Context: an optimization exercise on an open-source flow, tuned for small area and a short achievable clock period. The choices shown serve that exercise and are no tape-out recipe.
RTL that was checked went through simulation tests only; none was proved equivalent to the original.
Power and IR drop assume default switching activity.

==> flow/design.v (excerpt) <==
module rob_top (
    input  logic         clk,
    input  logic         rst_n,
    input  logic         alloc_en,
    input  logic [27:0]  alloc_lanes,
    output logic [7:0]   tail_ids,
    input  logic [116:0] cdb,
    output logic [23:0]  commit_lanes,
    output logic         flush,
    output logic [31:0]  redirect_pc,
    output logic         full,
    output logic [1:0]   status
);
clock: 7.0 ns
lec_check: 0
abc_area: 1
cap_margin: 20
core_margin: 2
core_utilization: 40
place_density: 0.6
setup_slack_margin: 4.3
slew_margin: 20
run.sh (not shown) runs the stock make flow with config.mk's settings and CLKGATE_MAP_FILE= SYNTH_SCRIPT=/design/flow/synth_recipe.tcl, a recipe that flattens the netlist after the stock synthesis.
The starting point finished clean.
Next try:
==> flow/flow/run.sh (new file) <==
#!/bin/bash
# The standard layout (standard.sh), with one change: the port buffers
# that global placement inserts are plain sky130_fd_sc_hd__buf_1 cells
# instead of the delay cells buffer_ports picks by default.
# make's full output goes to standard.log; ORFS keeps each step's log
# under orfs/logs/.
set -euo pipefail
export BUFFER_PORTS_ARGS="-buffer_cell sky130_fd_sc_hd__buf_1"
bash standard.sh > standard.log 2>&1
==> flow/standard.sh (new file) <==
#!/bin/bash
# synth_recipe.tcl (not shown) runs the flow's synth.tcl, then flattens the netlist and writes it again
# the make line also repeats each setting of config.mk as NAME=value (left out here)
make -C /OpenROAD-flow-scripts/flow DESIGN_CONFIG=/design/flow/config.mk WORK_HOME=/design/flow/orfs CLKGATE_MAP_FILE= SYNTH_SCRIPT=/design/flow/synth_recipe.tcl "${@:-finish}"
removed: flow/run.sh
=> Wire length falls by 1.2%; hold slack degrades by 0.0041 ns; cell count falls by 0.35%.
Function was not checked in any run of this note: the RTL went through the layout flow alone.

* * *

The RTL this note starts from:
==> flow/design.v <==
`timescale 1ns/1ps
`default_nettype none
package rob_cfg_pkg;
    localparam int WAY = 2;
    localparam int ROB_DEPTH    = 16;
    localparam int ROB_ID_WIDTH = 4;
    localparam int ARCH_WIDTH = 5;
    localparam int PRF_WIDTH  = 6;
    localparam int CDB_CHANNELS = 3;
    localparam int FULL_THRESHOLD = 2 * WAY;
    typedef logic [ROB_ID_WIDTH-1:0] rob_id_t;
    typedef logic [ROB_ID_WIDTH:0]   rob_ptr_t;
endpackage
`default_nettype wire
`timescale 1ns/1ps
`default_nettype none
module rob_top (
    input  logic         clk,
    input  logic         rst_n,
    input  logic         alloc_en,
    input  logic [27:0]  alloc_lanes,
    output logic [7:0]   tail_ids,
    input  logic [116:0] cdb,
    output logic [23:0]  commit_lanes,
    output logic         flush,
    output logic [31:0]  redirect_pc,
    output logic         full,
    output logic [1:0]   status
);
    localparam int N    = rob_cfg_pkg::ROB_DEPTH;
    localparam int NP   = N / 2;
    localparam int NCDB = rob_cfg_pkg::CDB_CHANNELS;
    logic [N-1:0]  st_a, st_b;
    logic [10:0]   e_d [N];     
    logic [3:0]  head;
    logic [2:0]  tail3;         
    logic [3:0]  occ;           
    logic        full_r, empty_r;
    logic        c0_r, c1_r, flush_r;
    logic [10:0] l0_r, l1_r;
    logic        mp_v;          
    logic [3:0]  mp_id;         
    logic [31:0] mp_pc;
    assign tail_ids     = {tail3, 1'b1, tail3, 1'b0};
    assign full         = full_r;
    assign status       = {full_r, empty_r};
    assign flush        = flush_r;
    assign redirect_pc  = mp_pc;
    assign commit_lanes = {c1_r, l1_r, c0_r, l0_r};
    logic [NCDB-1:0]       cv, ctk;
    logic [NCDB-1:0][3:0]  cid;
    logic [NCDB-1:0][31:0] cpc;
    logic [1:0]            la, lb, ldai;
    logic [1:0][10:0]      ld;
    always_comb begin
        for (int c = 0; c < NCDB; c++) begin
            cv[c]  = cdb[c*39 + 38];
            cid[c] = cdb[c*39 + 34 +: 4];
            ctk[c] = cdb[c*39 + 32];
            cpc[c] = cdb[c*39 +: 32];
        end
        for (int l = 0; l < 2; l++) begin
            ld[l]   = alloc_lanes[l*14 + 3 +: 11];
            ldai[l] = alloc_lanes[l*14 + 2];
            la[l] = !alloc_lanes[l*14 + 2] && (!alloc_lanes[l*14 + 1] ||  alloc_lanes[l*14 + 0]);
            lb[l] = !alloc_lanes[l*14 + 2] && (!alloc_lanes[l*14 + 1] || !alloc_lanes[l*14 + 0]);
        end
    end
    logic       clr, acc;
    logic [1:0] ccnt;
    logic [3:0] hn, hn1, k;
    assign clr  = !rst_n || flush_r;
    assign acc  = alloc_en && !full_r;
    assign ccnt = {c1_r, c0_r ^ c1_r};
    assign hn   = head + {2'd0, ccnt};    
    assign hn1  = hn + 4'd1;
    assign k    = occ - {2'd0, ccnt};     
    always_ff @(posedge clk) begin
        if (clr) begin
            head    <= '0;
            tail3   <= '0;
            occ     <= '0;
            full_r  <= 1'b0;
            empty_r <= 1'b1;
        end else begin
            head    <= hn;
            tail3   <= tail3 + {2'd0, acc};
            occ     <= k + {2'd0, acc, 1'b0};
            full_r  <= acc ? (k >= 4'd11) : (k >= 4'd13);
            empty_r <= !acc && (k == 4'd0);
        end
    end
    logic [N-1:0] hit;
    always_comb begin
        for (int i = 0; i < N; i++) begin
            hit[i] = 1'b0;
            for (int c = 0; c < NCDB; c++)
                if (cv[c] && (cid[c] == 4'(i))) hit[i] = 1'b1;
        end
    end
    always_ff @(posedge clk) begin
        for (int i = 0; i < N; i++) begin
            if (tail3 == 3'(i / 2)) e_d[i] <= ld[i%2];
            if (hit[i]) begin
                st_a[i] <= 1'b0;
                st_b[i] <= 1'b0;
            end else if (tail3 == 3'(i / 2)) begin
                st_a[i] <= la[i%2];
                st_b[i] <= lb[i%2];
            end
        end
    end
    logic [2:0]  hp, hp1;
    logic [10:0] ds0, ds1;
    logic        sa0, sb0, sa1, sb1;
    logic        hit0, hit1, cmis0, cmis1;
    logic        rdy0, rdy1, live0, live1, mis0, mis1, c0_n, c1_n;
    assign hp  = hn[3:1];
    assign hp1 = hp + 3'd1;
    assign ds0 = hn[0] ? e_d[{hp, 1'b1}]  : e_d[{hp, 1'b0}];
    assign ds1 = hn[0] ? e_d[{hp1, 1'b0}] : e_d[{hp, 1'b1}];
    assign sa0 = hn[0] ? st_a[{hp, 1'b1}]  : st_a[{hp, 1'b0}];
    assign sb0 = hn[0] ? st_b[{hp, 1'b1}]  : st_b[{hp, 1'b0}];
    assign sa1 = hn[0] ? st_a[{hp1, 1'b0}] : st_a[{hp, 1'b1}];
    assign sb1 = hn[0] ? st_b[{hp1, 1'b0}] : st_b[{hp, 1'b1}];
    always_comb begin
        hit0 = 1'b0; hit1 = 1'b0; cmis0 = 1'b0; cmis1 = 1'b0;
        for (int c = 0; c < NCDB; c++) begin
            if (cv[c] && (cid[c] == hn)) begin
                hit0  = 1'b1;
                cmis0 = cmis0 || (ctk[c] ? (!sa0 && sb0) : (sa0 && !sb0));
            end
            if (cv[c] && (cid[c] == hn1)) begin
                hit1  = 1'b1;
                cmis1 = cmis1 || (ctk[c] ? (!sa1 && sb1) : (sa1 && !sb1));
            end
        end
    end
    assign live0 = (k != 4'd0) || acc;
    assign live1 = (k >= 4'd2) || acc;
    assign rdy0  = (k != 4'd0) ? ((!sa0 && !sb0) || hit0) : ldai[0];
    assign rdy1  = (k >= 4'd2) ? ((!sa1 && !sb1) || hit1) : (k == 4'd1) ? ldai[0] : ldai[1];
    assign mis0  = (k != 4'd0) && ((mp_v && (mp_id == hn))  || cmis0);
    assign mis1  = (k >= 4'd2) && ((mp_v && (mp_id == hn1)) || cmis1);
    assign c0_n  = !clr && live0 && rdy0;
    assign c1_n  = c0_n && !mis0 && live1 && rdy1;
    always_ff @(posedge clk) begin
        c0_r    <= c0_n;
        c1_r    <= c1_n;
        flush_r <= c0_n && (mis0 || (live1 && rdy1 && mis1));
        l0_r    <= (k != 4'd0) ? ds0 : ld[0];
        l1_r    <= (k >= 4'd2) ? ds1 : (k == 4'd1) ? ld[0] : ld[1];
    end
    logic [NCDB-1:0] cmis, cwrap, cbeat, csel;
    logic            hwrap;
    assign hwrap = mp_id < head;
    always_comb begin
        for (int c = 0; c < NCDB; c++) begin
            cmis[c]  = cv[c] && (ctk[c] ? !st_a[cid[c]] : !st_b[cid[c]]);
            cwrap[c] = cid[c] < head;
            cbeat[c] = !mp_v || ((cid[c] < mp_id) ^ cwrap[c] ^ hwrap);
        end
        for (int c = 0; c < NCDB; c++) begin
            csel[c] = cmis[c] && cbeat[c];
            for (int d = 0; d < NCDB; d++)
                if (d != c)
                    csel[c] = csel[c] && (!cmis[d] || ((cid[c] < cid[d]) ^ cwrap[c] ^ cwrap[d]));
        end
    end
    always_ff @(posedge clk) begin
        if (clr) mp_v <= 1'b0;
        else     mp_v <= mp_v || (|cmis);
        if (csel[0]) begin
            mp_pc <= cpc[0];
            mp_id <= cid[0];
        end else if (csel[1]) begin
            mp_pc <= cpc[1];
            mp_id <= cid[1];
        end else if (csel[2]) begin
            mp_pc <= cpc[2];
            mp_id <= cid[2];
        end
    end
endmodule
`default_nettype wire
==> flow/config.mk <==
export PLATFORM = sky130hd
export DESIGN_NAME = rob_top
export DESIGN_NICKNAME = rob_top
export VERILOG_FILES = /design/flow/design.v
export SDC_FILE = /design/flow/constraint.sdc
export NUM_CORES = 4
export LEC_CHECK = 0
export CAP_MARGIN = 20
export CORE_MARGIN = 2
export CORE_UTILIZATION = 40
export PLACE_DENSITY = 0.6
export SETUP_SLACK_MARGIN = 4.2
export SLEW_MARGIN = 20
==> flow/constraint.sdc <==
create_clock -name core_clock -period 7.0 [get_ports {clk}]
set_input_delay 1.4000 -clock core_clock [delete_from_list [all_inputs] [get_ports {clk}]]
set_output_delay 1.4000 -clock core_clock [all_outputs]
set_load 0.01 [all_outputs]
Stock flow here: none of the scripts above is used.
The baseline produced a clean layout.
Change:
--- a/flow/config.mk
+++ b/flow/config.mk
@@ -12 +11,0 @@
-export SETUP_SLACK_MARGIN = 4.2
Outcome:
- worst setup slack loses 1.8 ns
- via count falls by about 14%
- maximum frequency drops by 33%
Function was not checked in any run of this note: the RTL went through the layout flow alone.

* * *

## zinc
rob_top, a different RTL version from the one above (not shown whole).
For scale: roughly 1800 cells after synthesis, roughly 280 flip-flops, roughly 220 I/O pins.
export LEC_CHECK = 0
export ABC_AREA = 1
export CAP_MARGIN = 20
export CORE_MARGIN = 2
export CORE_UTILIZATION = 40
export CTS_CLUSTER_DIAMETER = 80
export CTS_CLUSTER_SIZE = 30
export PLACE_DENSITY = 0.6
export SETUP_SLACK_MARGIN = 3.6
export SLEW_MARGIN = 20
create_clock -name core_clock -period 7.0 [get_ports {clk}]
standard.sh (not shown) runs the stock make flow with config.mk's settings and CLKGATE_MAP_FILE= SYNTH_SCRIPT=/design/flow/synth_recipe.tcl, a recipe that flattens the netlist after the stock synthesis.
==> flow/flow/run.sh <==
#!/bin/bash
# The standard layout (standard.sh), with one change: the port buffers
# that global placement inserts are plain sky130_fd_sc_hd__buf_1 cells
# instead of the delay cells buffer_ports picks by default.
# make's full output goes to standard.log; ORFS keeps each step's log
# under orfs/logs/.
set -euo pipefail
export BUFFER_PORTS_ARGS="-buffer_cell sky130_fd_sc_hd__buf_1"
bash standard.sh > standard.log 2>&1
Modified inputs, yarrow compared to zinc
- SETUP_SLACK_MARGIN changed from 3.6 to 3.3
[summary]
Internal power of the cells down 4.7% in yarrow wrt zinc. Summary of yarrow over zinc: global-route usage now smaller; sequential share of layout area now larger; fraction of power consumed by sequential logic now larger. yarrow finished every step from synthesis to the final layout, and the layout passed the timing, DRC and antenna checks.
--- input diff yarrow..onyx ---
- SETUP_SLACK_MARGIN: 3.3 -> 4.3
## What came out
Power density over cell area, onyx vs yarrow: up by a few percent
onyx drops more vias than yarrow.
Summary of onyx over yarrow: layout filler cell count went down by about 11%; routed length per instance went up; wire length went up by 7500 um; number of iterations in the first detailed-routing pass +1.
Looking at most area-hungry cell class in the final design, the registers result is from yarrow; the multi-input combinational cells one comes from onyx.
Diff yarrow -> onyx: flip-flop and latch count ~0 delta, buffer count excluding the clock tree in the final layout +52%, worst path setup slack after routing +0.31 ns.
Destination of the critical timing path = mp_id[2]: yarrow; destination of the critical timing path = mp_pc[22]: onyx
No run of this note included a check of the RTL's function; only the layout flow was run.

* * *

Setup of v45:
Another version of the RTL of rob_top (not shown whole).
Size: ~1600 cells after synthesis, roughly 280 flip-flops, roughly 220 I/O pins.
export LEC_CHECK = 0
export ABC_AREA = 1
export CAP_MARGIN = 20
export CORE_MARGIN = 2
export CORE_UTILIZATION = 40
export CTS_CLUSTER_DIAMETER = 80
export CTS_CLUSTER_SIZE = 30
export PLACE_DENSITY = 0.6
export SETUP_SLACK_MARGIN = 3.6
export SLEW_MARGIN = 20
export TNS_END_PERCENT = 10
create_clock -name core_clock -period 7.0 [get_ports {clk}]
Scripts as last shown in full above: flow/flow/run.sh
v45 completed every stage of the flow, and the final layout passed the timing, DRC and antenna checks.
### v45 -> v12
-- flow/config.mk --
<<< v45, line 14
export PLACE_DENSITY = 0.6
export SETUP_SLACK_MARGIN = 3.6
export SLEW_MARGIN = 20
export TNS_END_PERCENT = 10
>>> v12, line 14
export PLACE_DENSITY = 0.6
export SETUP_SLACK_MARGIN = 3.9
export SLEW_MARGIN = 20
Compared with v45, v12 has extra setup slack.
v45 vs v12, source of the critical timing path: cdb[75] vs cdb[112]
Total length of routed wires in v12 vs v45: up 2.2 mm
Between v45 and v12, clock group share of total power decreased.
The inputs of v50 differ from those of v12 as listed below.
-- flow/config.mk --
<<< v12, line 14
export PLACE_DENSITY = 0.6
export SETUP_SLACK_MARGIN = 3.9
export SLEW_MARGIN = 20
>>> v50, line 14
export PLACE_DENSITY = 0.6
export SETUP_SLACK_MARGIN = 4.0
export SLEW_MARGIN = 20
export TNS_END_PERCENT = 5
Results
- cdb[71] as the worst setup path startpoint was reported by v50, and cdb[112] by v12.
- Leakage power figure was higher in the run labelled v12.
- Sort v50 and v12 by share of total power in combinational logic asc -> top: v50
- Comparing v50 and v12, worst hold margin is higher on v50.
- Area of all sequential standard cells essentially unchanged between v50 and v12.
- v50 | stages: all done | timing, DRC, antenna: all pass
- Changes observed in v50 relative to v12: post-placement cell count flat, worst setup slack up 60 ps, number of global-route vias before repair down about 0.5%, area added between synthesis and finish down 2.9 points.

* * *

Setup of run A:
rob_top again, from the RTL that the note above started with.
==> flow/design.v (excerpt) <==
module rob_top (
    input  logic         clk,
    input  logic         rst_n,
    input  logic         alloc_en,
    input  logic [27:0]  alloc_lanes,
    output logic [7:0]   tail_ids,
    input  logic [116:0] cdb,
    output logic [23:0]  commit_lanes,
    output logic         flush,
    output logic [31:0]  redirect_pc,
    output logic         full,
    output logic [1:0]   status
);
clock: 7.0 ns
lec_check: 0
abc_area: 0
cap_margin: 20
core_margin: 2
core_utilization: 40
cts_cluster_diameter: 80
cts_cluster_size: 30
place_density: 0.6
setup_slack_margin: 3.6
slew_margin: 20
Scripts as last shown in full above: flow/flow/run.sh
Input-level comparison between run B and run A:
Settings: ABC_AREA changed from 0 to 1.
==> comparison <==
Critical path endpoint = mp_pc[10]$_DFFE_PP_: run B; critical path endpoint = mp_pc[1]$_DFFE_PP_: run A. Summary of run B over run A: total power +8.7%; number of nets in the finished design went up; final antenna diode count decreased 1.

* * *

== build 3 ==
rob_top, a different RTL version from the one above (not shown whole).
For scale: roughly 1,600 cells after synthesis, ~280 flip-flops, about 15,000 um^2 of cells after synthesis.
## rob_top
module rob_top (
    input  logic         clk,
    input  logic         rst_n,
    input  logic         alloc_en,
    input  logic [27:0]  alloc_lanes,
    output logic [7:0]   tail_ids,
    input  logic [116:0] cdb,
    output logic [23:0]  commit_lanes,
    output logic         flush,
    output logic [31:0]  redirect_pc,
    output logic         full,
    output logic [1:0]   status
);
Settings: LEC_CHECK=0, ABC_AREA=1, CAP_MARGIN=20, CORE_MARGIN=2, CORE_UTILIZATION=40, CTS_CLUSTER_DIAMETER=80, CTS_CLUSTER_SIZE=30, PLACE_DENSITY=0.6, SETUP_SLACK_MARGIN=3.7, SLEW_MARGIN=20; clock period 7.0 ns.
Scripts as last shown in full above: flow/flow/run.sh
Looking at the reports, build 3 completed the entire flow and the layout it produced met the timing, DRC and antenna checks.
Input-level comparison between build 5 and build 3:
Settings: changing SETUP_SLACK_MARGIN from 3.7 to 3.8.
--- outcome ---
Number of antenna violations at the first check in global routing ends up higher on build 3. Re cell count: build 3 and build 5 aren't equal, and the lower value belongs to build 3. Build 5 was carried through to the last stage, and its layout satisfied the timing, DRC and antenna checks. Lower minimum clock period after layout among build 3 and build 5: build 5.
For build 88, these inputs were changed with respect to build 5:
Settings: changing PLACE_DENSITY from 0.6 to 0.7; changing CORE_UTILIZATION from 40 to 55.
- mp_pc[26] as the worst setup path endpoint was reported by build 5, and mp_pc[5] by build 88.
- Wire length of the first global-routing pass delta (build 88 − build 5): favourable
- Die footprint is higher on build 5
- Power: build 88 > build 5
- Build 88 finished end to end and its layout was clean on timing, DRC and antenna.
- Build 5 has a lower synthesis-to-layout area growth than build 88.
--- input diff build 88..build 44 ---
Settings: changing CORE_UTILIZATION from 55 to 40; changing CAP_MARGIN from 20 to 5; changing PLACE_DENSITY from 0.7 to 0.6; changing SLEW_MARGIN from 20 to 5.
[summary]
- Relative to build 88, count of TritonRoute iterations in the first routing pass has increased by 1 in build 44.
- The sequential share of cell area number comes out higher for build 44 vs build 88.
- When build 44 is set beside build 88, its logic gate share of total power turns out to be 2.7 points smaller.
- Of build 44 and build 88, it is build 44 that has the lower area overhead of the layout relative to synthesis.
- Summary of build 44 over build 88: final instance area went down about 1.2%, post-place setup slack lost 0.49 ns.
- Share of the cycle needed by the critical path after routing was lower in build 44 than in build 88.
- The utilization of build 44 is lower than that of build 88.
- Build 44 vs build 88: final-stage net count down

[re-timing with driven ports]
No port has a modelled driver above. Below, the same layouts with a new extraction and two added sets of constraints. Step 1 sets driving cells, clkbuf_16 on the clock port and buf_2 on the other inputs (assumed; they add their load-dependent delay and slew). Step 2 also shifts input and output timing later by t, the mid clock arrival at the registers, as if the neighbouring blocks saw the same clock. Slacks: no drivers / after step 1 / after step 2; pairs: no drivers / after step 1.
| run | t, ns | setup WS [ns] | hold slack, ns | clock arrival spread, ns | pins driven straight from the clock port |
|---|---|---|---|---|---|
| the first run of note 1 | 0.643 | 3.563 / 3.563 / 2.992 | 0.466 / 0.466 / 0.466 | 0.031 / 0.031 | 1 |
| the second run of note 1 | 0.643 | 3.520 / 3.520 / 2.924 | 0.462 / 0.462 / 0.462 | 0.018 / 0.018 | 1 |
| the first run of note 2 | 0.642 | 3.396 / 3.388 / 2.746 | 0.562 / 0.562 / 0.562 | 0.030 / 0.030 | 1 |
| the second run of note 2 | 0.621 | 1.622 / 1.640 / 1.019 | 0.577 / 0.577 / 0.577 | 0.016 / 0.015 | 1 |
| zinc | 0.572 | 3.659 / 3.636 / 3.064 | 0.470 / 0.470 / 0.470 | 0.059 / 0.059 | 1 |
| yarrow | 0.568 | 3.328 / 3.353 / 2.786 | 0.467 / 0.467 / 0.467 | 0.027 / 0.027 | 1 |
| onyx | 0.587 | 3.635 / 3.645 / 3.058 | 0.477 / 0.477 / 0.477 | 0.031 / 0.031 | 1 |
| v45 | 0.597 | 3.577 / 3.584 / 2.987 | 0.547 / 0.547 / 0.547 | 0.050 / 0.050 | 1 |
| v12 | 0.580 | 3.603 / 3.604 / 3.024 | 0.534 / 0.534 / 0.534 | 0.034 / 0.035 | 1 |
| v50 | 0.598 | 3.663 / 3.657 / 3.059 | 0.544 / 0.544 / 0.544 | 0.048 / 0.048 | 1 |
| run A | 0.575 | 3.385 / 3.370 / 2.795 | 0.575 / 0.575 / 0.575 | 0.025 / 0.025 | 1 |
| run B | 0.578 | 3.608 / 3.597 / 3.019 | 0.567 / 0.567 / 0.567 | 0.035 / 0.034 | 1 |
| build 3 | 0.586 | 3.740 / 3.739 / 3.153 | 0.570 / 0.570 / 0.570 | 0.042 / 0.042 | 1 |
| build 5 | 0.571 | 3.836 / 3.834 / 3.264 | 0.576 / 0.576 / 0.576 | 0.049 / 0.049 | 1 |
| build 88 | 0.558 | 3.638 / 3.616 / 3.058 | 0.587 / 0.587 / 0.587 | 0.044 / 0.044 | 1 |
| build 44 | 0.571 | 3.836 / 3.834 / 3.264 | 0.576 / 0.576 / 0.576 | 0.049 / 0.049 | 1 |
After both steps every run listed still meets setup and hold. The setup slack of the first run of note 2, which loses most, moves by -0.008 ns with the drivers and by -0.650 ns with both steps.
